Source: an optimization exercise on an open RTL-to-GDS flow (aim: small area, a short achievable clock period and few clock cycles per item). Production flows keep margins and buffers that such runs may drop. The RTL was checked by simulation tests, not by an equivalence proof against the original design. No activity file was given, so power comes from the tool's default toggle rates.

Setup of north:
Design gf2_split_mul, start of the top module:
module gf2_split_mul (
	input  wire         clk,
	input  wire         rst,
	input  wire         in_valid,
	output logic        in_ready,
	input  wire  [47:0] a,
	input  wire  [47:0] b,
	output logic        out_valid,
	input  wire         out_ready,
	output logic [95:0] c
);
	logic out_take;
	assign out_take = !out_valid || out_ready;
	assign in_ready = out_take;
	always_ff @(posedge clk) begin
		if (rst) begin
			out_valid <= 1'b0;
		end else if (out_take) begin
			out_valid <= in_valid;
		end
	end
	clmul48_pipe u_mul (.clk(clk), .en(out_take), .a(a), .b(b), .p(c));
endmodule
Size in the first run: roughly 2700 cells after synthesis, ~120 flip-flops, roughly 200 I/O pins, roughly 22000 um2 of cells after synthesis.
Settings: LEC_CHECK=0, CAP_MARGIN=20, CORE_MARGIN=2, CORE_UTILIZATION=60, SETUP_SLACK_MARGIN=2.0, SLEW_MARGIN=20, TNS_END_PERCENT=0; clock period 5.0 ns.
run.sh (not shown) runs the stock make flow with config.mk's settings and CLKGATE_MAP_FILE= SYNTH_SCRIPT=/design/flow/synth_recipe.tcl, a recipe that flattens the netlist after the stock synthesis.
Testbench counts of north, summed over its fixed seeds: cycles 2,056, items 2,048.
> inputs changed (north -> south)
# north
export LEC_CHECK = 0
export CAP_MARGIN = 20
export CORE_MARGIN = 2
export CORE_UTILIZATION = 60
export SETUP_SLACK_MARGIN = 2.0
export SLEW_MARGIN = 20
export TNS_END_PERCENT = 0
create_clock -name core_clock -period 5.0 [get_ports {clk}]
# south
export LEC_CHECK = 0
export CAP_MARGIN = 20
export CORE_MARGIN = 2
export CORE_UTILIZATION = 70
export SETUP_SLACK_MARGIN = 2.2
export SLEW_MARGIN = 20
export TNS_END_PERCENT = 0
create_clock -name core_clock -period 5.0 [get_ports {clk}]
## What came out
south never completed; the flow aborted with a tool error in clock tree synthesis.
Area share of xor/xnor cells in the synthesized design: south vs north identical
NOTE: total instance count after detailed placement in south falls short of that of north
Cmp south vs north: worst setup slack before clock tree synthesis lower in south
Relative to south, the following input files were edited for east:
# south
export LEC_CHECK = 0
export CAP_MARGIN = 20
export CORE_MARGIN = 2
export CORE_UTILIZATION = 70
export SETUP_SLACK_MARGIN = 2.2
export SLEW_MARGIN = 20
export TNS_END_PERCENT = 0
create_clock -name core_clock -period 5.0 [get_ports {clk}]
# east
export LEC_CHECK = 0
export CAP_MARGIN = 20
export CORE_MARGIN = 2
export CORE_UTILIZATION = 60
export PLACE_DENSITY = 0.8
export SETUP_SLACK_MARGIN = 2.0
export SLEW_MARGIN = 20
export TNS_END_PERCENT = 0
create_clock -name core_clock -period 5.0 [get_ports {clk}]
==> flow/flow/run.sh (new file) <==
#!/bin/bash
# Own layout flow: the standard flow (standard.sh) with the standard
# synthesis unchanged, then the layout steps with the delay cells
# (clkdlybuf4s*, dlygate*, dlymetal*) added to the don't-use list, so that
# the port buffers and the timing repair use plain buffers instead.
set -euo pipefail
W=$(pwd)
bash standard.sh synth > "$W/flow_synth.log" 2>&1
DELAY_CELLS=""
for c in clkdlybuf4s15_1 clkdlybuf4s15_2 clkdlybuf4s18_1 clkdlybuf4s18_2 \
	clkdlybuf4s25_1 clkdlybuf4s25_2 clkdlybuf4s50_1 clkdlybuf4s50_2 \
	dlygate4sd1_1 dlygate4sd2_1 dlygate4sd3_1 \
	dlymetal6s2s_1 dlymetal6s4s_1 dlymetal6s6s_1; do
	DELAY_CELLS="$DELAY_CELLS sky130_fd_sc_hd__$c"
done
# The design config is read before the platform's, whose list is added to this one.
{ cat "$W/config.mk"; echo "export DONT_USE_CELLS =$DELAY_CELLS"; } > "$W/own_config.mk"
sed "s|DESIGN_CONFIG=[^ ]*|DESIGN_CONFIG=$W/own_config.mk|" "$W/standard.sh" > "$W/own_standard.sh"
grep -q "DESIGN_CONFIG=$W/own_config.mk" "$W/own_standard.sh"
bash "$W/own_standard.sh" > "$W/flow_layout.log" 2>&1
==> flow/standard.sh (new file) <==
#!/bin/bash
# synth_recipe.tcl (not shown) runs the flow's synth.tcl, then flattens the netlist and writes it again
# the make line also repeats each setting of config.mk as NAME=value (left out here)
make -C /OpenROAD-flow-scripts/flow DESIGN_CONFIG=/design/flow/config.mk WORK_HOME=/design/flow/orfs CLKGATE_MAP_FILE= SYNTH_SCRIPT=/design/flow/synth_recipe.tcl "${@:-finish}"
removed: flow/run.sh
Results
Summary — placed standard-cell area, east relative to south: lower, by about 12%. Going from south to east, initial core utilization shrinks by 9.9 points. Diff south..east | share of the yosys chip area belonging to registers | unchanged. Comparing south against east, there is no change at all in count of different cell masters after synthesis. Of east and south, east shows the lower number of instances resized during post-cts repair, with south above it. east ended up with a higher routability congestion estimate than south did. Instance count after placement with tap cells included went up by a few percent going from south to east. Summary: with south as the reference, buffer count from post-CTS setup fixing in east moved down by more than half. Sort east and south by vertical die dimension, ascending, and south comes first. The remaining runs in east and south completed every stage, whereas south halted early. Flow for south halted at clock tree synthesis, error code DPL-0033. east vs. south: number of rows in the core area shows an increase of about 8%; xor and xnor fraction of the mapped netlist area shows no meaningful change.
Setup changes, east to west
==> flow/flow/run.sh <==
#!/bin/bash
# Own layout flow: the standard flow (standard.sh) with the standard
# synthesis unchanged, then the layout steps with the delay cells
# (clkdlybuf4s*, dlygate*, dlymetal*) on the don't-use list, so that the
# port buffers and the timing repair use plain buffers instead.
set -euo pipefail
W=$(pwd)
bash standard.sh synth > "$W/flow_synth.log" 2>&1
DELAY_CELLS=""
for c in clkdlybuf4s15_1 clkdlybuf4s15_2 clkdlybuf4s18_1 clkdlybuf4s18_2 \
	clkdlybuf4s25_1 clkdlybuf4s25_2 clkdlybuf4s50_1 clkdlybuf4s50_2 \
	dlygate4sd1_1 dlygate4sd2_1 dlygate4sd3_1 \
	dlymetal6s2s_1 dlymetal6s4s_1 dlymetal6s6s_1; do
	DELAY_CELLS="$DELAY_CELLS sky130_fd_sc_hd__$c"
done
export DONT_USE_CELLS="${DELAY_CELLS# }"
bash standard.sh > "$W/flow_layout.log" 2>&1
- west completed; timing, DRC and antenna clean
- Max share of the core filled with cells across west and east: west
- west against east; routed length on met3 is up by a few percent.
- [west vs east] via count of the first global-routing pass: higher in west
- Of west and east, the lower final clock period utilization by the worst path belongs to east.
- Summary: with east as the reference, via count in west moved up slightly.
- Diff east -> west: wire length of the first global-routing pass +1.9%; share of cell area taken by flip-flops and latches -0.24 points; maximum frequency -about 5%; total of cells resized after clock tree synthesis +15; average wire length per cell after detail routing +about 1.4%.

* * *

Another version of the RTL of gf2_split_mul (not shown whole).
Size: roughly 120 flip-flops, about 200 I/O pins, ~23,000 um2 of cells after synthesis.
==> flow/design.v (excerpt) <==
module gf2_split_mul (
	input  wire         clk,
	input  wire         rst,
	input  wire         in_valid,
	output logic        in_ready,
	input  wire  [47:0] a,
	input  wire  [47:0] b,
	output logic        out_valid,
	input  wire         out_ready,
	output logic [95:0] c
);
Settings: LEC_CHECK=0, CAP_MARGIN=20, CORE_MARGIN=2, CORE_UTILIZATION=60, PLACE_DENSITY=0.8, SETUP_SLACK_MARGIN=2.0, SLEW_MARGIN=20, TNS_END_PERCENT=0; clock period 5.0 ns.
standard.sh (not shown) runs the stock make flow with config.mk's settings and CLKGATE_MAP_FILE= SYNTH_SCRIPT=/design/flow/synth_recipe.tcl, a recipe that flattens the netlist after the stock synthesis.
==> flow/flow/run.sh <==
#!/bin/bash
# Own layout flow: the standard flow (standard.sh) with the standard
# synthesis unchanged, then the layout steps with the delay cells
# (clkdlybuf4s*, dlygate*, dlymetal*) added to the don't-use list, so that
# the port buffers and the timing repair use plain buffers instead, and with
# the buffers of synthesis removed at floorplan (REMOVE_ABC_BUFFERS) instead
# of a timing repair there without wires; the repair after clock tree
# synthesis then sizes the logic with placement parasitics.
set -euo pipefail
W=$(pwd)
bash standard.sh synth > "$W/flow_synth.log" 2>&1
DELAY_CELLS=""
for c in clkdlybuf4s15_1 clkdlybuf4s15_2 clkdlybuf4s18_1 clkdlybuf4s18_2 \
	clkdlybuf4s25_1 clkdlybuf4s25_2 clkdlybuf4s50_1 clkdlybuf4s50_2 \
	dlygate4sd1_1 dlygate4sd2_1 dlygate4sd3_1 \
	dlymetal6s2s_1 dlymetal6s4s_1 dlymetal6s6s_1; do
	DELAY_CELLS="$DELAY_CELLS sky130_fd_sc_hd__$c"
done
# The design config is read before the platform's, whose list is added to this one.
{
	cat "$W/config.mk"
	echo "export DONT_USE_CELLS =$DELAY_CELLS"
	echo "export REMOVE_ABC_BUFFERS = 1"
} > "$W/own_config.mk"
sed "s|DESIGN_CONFIG=[^ ]*|DESIGN_CONFIG=$W/own_config.mk|" "$W/standard.sh" > "$W/own_standard.sh"
grep -q "DESIGN_CONFIG=$W/own_config.mk" "$W/own_standard.sh"
bash "$W/own_standard.sh" > "$W/flow_layout.log" 2>&1
Testbench counts at the start, summed over its fixed seeds: cycles 2,056, items 2,048.
Edit:
- SETUP_SLACK_MARGIN: 2.0 -> 2.3
Result: Sequential share of layout area falls by 1.1 points. Count of clock-buffer cells in the layout stays the same. Total power rises by about 8%. Critical path depth rises by 1. Wire length rises by 18%. Utilization rises by 6.1 points. Non-clock buffer count rises by 157.

* * *

main:
gf2_split_mul again, from the RTL that the note above started with.
// gf2_split_mul
module gf2_split_mul (
	input  wire         clk,
	input  wire         rst,
	input  wire         in_valid,
	output logic        in_ready,
	input  wire  [47:0] a,
	input  wire  [47:0] b,
	output logic        out_valid,
	input  wire         out_ready,
	output logic [95:0] c
);
	logic out_take;
	assign out_take = !out_valid || out_ready;
	assign in_ready = out_take;
	always_ff @(posedge clk) begin
		if (rst) begin
			out_valid <= 1'b0;
		end else if (out_take) begin
			out_valid <= in_valid;
		end
	end
	clmul48_pipe u_mul (.clk(clk), .en(out_take), .a(a), .b(b), .p(c));
endmodule
clock: 5.0 ns
lec_check: 0
cap_margin: 20
core_margin: 2
core_utilization: 60
place_density: 0.8
setup_slack_margin: 2.0
slew_margin: 20
tns_end_percent: 0
==> flow/flow/run.sh <==
#!/bin/bash
# Own layout flow: the standard flow (standard.sh) with the standard
# synthesis unchanged, then the layout steps with the delay cells
# (clkdlybuf4s*, dlygate*, dlymetal*) added to the don't-use list, so that
# the port buffers and the timing repair use plain buffers instead, and with
# the buffers of synthesis removed at floorplan (REMOVE_ABC_BUFFERS) instead
# of a timing repair there without wires; the repair after clock tree
# synthesis then sizes the logic with placement parasitics. The port
# buffers are buf_2 cells instead of the weakest buffer.
set -euo pipefail
W=$(pwd)
bash standard.sh synth > "$W/flow_synth.log" 2>&1
DELAY_CELLS=""
for c in clkdlybuf4s15_1 clkdlybuf4s15_2 clkdlybuf4s18_1 clkdlybuf4s18_2 \
	clkdlybuf4s25_1 clkdlybuf4s25_2 clkdlybuf4s50_1 clkdlybuf4s50_2 \
	dlygate4sd1_1 dlygate4sd2_1 dlygate4sd3_1 \
	dlymetal6s2s_1 dlymetal6s4s_1 dlymetal6s6s_1; do
	DELAY_CELLS="$DELAY_CELLS sky130_fd_sc_hd__$c"
done
# The design config is read before the platform's, whose list is added to this one.
{
	cat "$W/config.mk"
	echo "export DONT_USE_CELLS =$DELAY_CELLS"
	echo "export REMOVE_ABC_BUFFERS = 1"
	echo "export BUFFER_PORTS_ARGS = -buffer_cell sky130_fd_sc_hd__buf_2"
} > "$W/own_config.mk"
sed "s|DESIGN_CONFIG=[^ ]*|DESIGN_CONFIG=$W/own_config.mk|" "$W/standard.sh" > "$W/own_standard.sh"
grep -q "DESIGN_CONFIG=$W/own_config.mk" "$W/own_standard.sh"
bash "$W/own_standard.sh" > "$W/flow_layout.log" 2>&1
Testbench counts of main, summed over its fixed seeds: cycles 2,056, items 2,048.
### main -> the feature branch
-- flow/flow/run.sh --
<<< main, line 7
# of a timing repair there without wires; the repair after clock tree
# synthesis then sizes the logic with placement parasitics. The port
# buffers are buf_2 cells instead of the weakest buffer.
set -euo pipefail
W=$(pwd)
>>> the feature branch, line 7
# of a timing repair there without wires; the repair after clock tree
# synthesis then sizes the logic with placement parasitics. The port
# buffers are buf_4 cells instead of the weakest buffer.
set -euo pipefail
W=$(pwd)
<<< main, line 23
	echo "export DONT_USE_CELLS =$DELAY_CELLS"
	echo "export REMOVE_ABC_BUFFERS = 1"
	echo "export BUFFER_PORTS_ARGS = -buffer_cell sky130_fd_sc_hd__buf_2"
} > "$W/own_config.mk"
sed "s|DESIGN_CONFIG=[^ ]*|DESIGN_CONFIG=$W/own_config.mk|" "$W/standard.sh" > "$W/own_standard.sh"
>>> the feature branch, line 23
	echo "export DONT_USE_CELLS =$DELAY_CELLS"
	echo "export REMOVE_ABC_BUFFERS = 1"
	echo "export BUFFER_PORTS_ARGS = -buffer_cell sky130_fd_sc_hd__buf_4"
} > "$W/own_config.mk"
sed "s|DESIGN_CONFIG=[^ ]*|DESIGN_CONFIG=$W/own_config.mk|" "$W/standard.sh" > "$W/own_standard.sh"
Results
Total length of routed wires delta for the feature branch relative to main: 3.5% lower. Comparing main and the feature branch, the lower part of the total power dissipated in the clock network is on main. Comparing main and the feature branch, the higher area growth from synthesis to layout is on main. Comparing main and the feature branch, the lower worst setup margin was measured on main. main → the feature branch: total track usage saw little to no change, post-cts repair resize count shows an increase of 8, number of buffers added to fix hold violations after cts barely changed, placed instance count saw little to no change.

## what the ideal ports hide
Ports are ideal in the flow. The routed layouts listed here were re-timed in OpenROAD. Step 1 assumes that a clkbuf_16 drives the clock port and a buf_2 every other input. Step 2 times the ports against the registers' clock, not the clock port: input delays grow and output delays shrink by t, the midpoint of the rising clock arrivals with the driver on. Slacks: no drivers / after step 1 / after step 2; pairs: no drivers / after step 1.
run	t, ns	setup WS [ns]	worst setup path after step 2
north	0.475	1.496 / 1.528 / 1.053	input to register
east	0.473	1.774 / 1.803 / 1.330	input to register
west	0.480	1.606 / 1.635 / 1.154	input to register
the first run of note 2	0.486	1.797 / 1.821 / 1.335	input to register
the second run of note 2	0.487	1.665 / 1.689 / 1.202	input to register
main	0.494	1.524 / 1.559 / 1.065	input to register
the feature branch	0.495	1.780 / 1.808 / 1.313	input to register
After both steps every run listed still meets setup and hold. For the feature branch, which loses most, drivers alone change the setup slack by +0.028 ns; drivers and shift together by -0.467 ns.
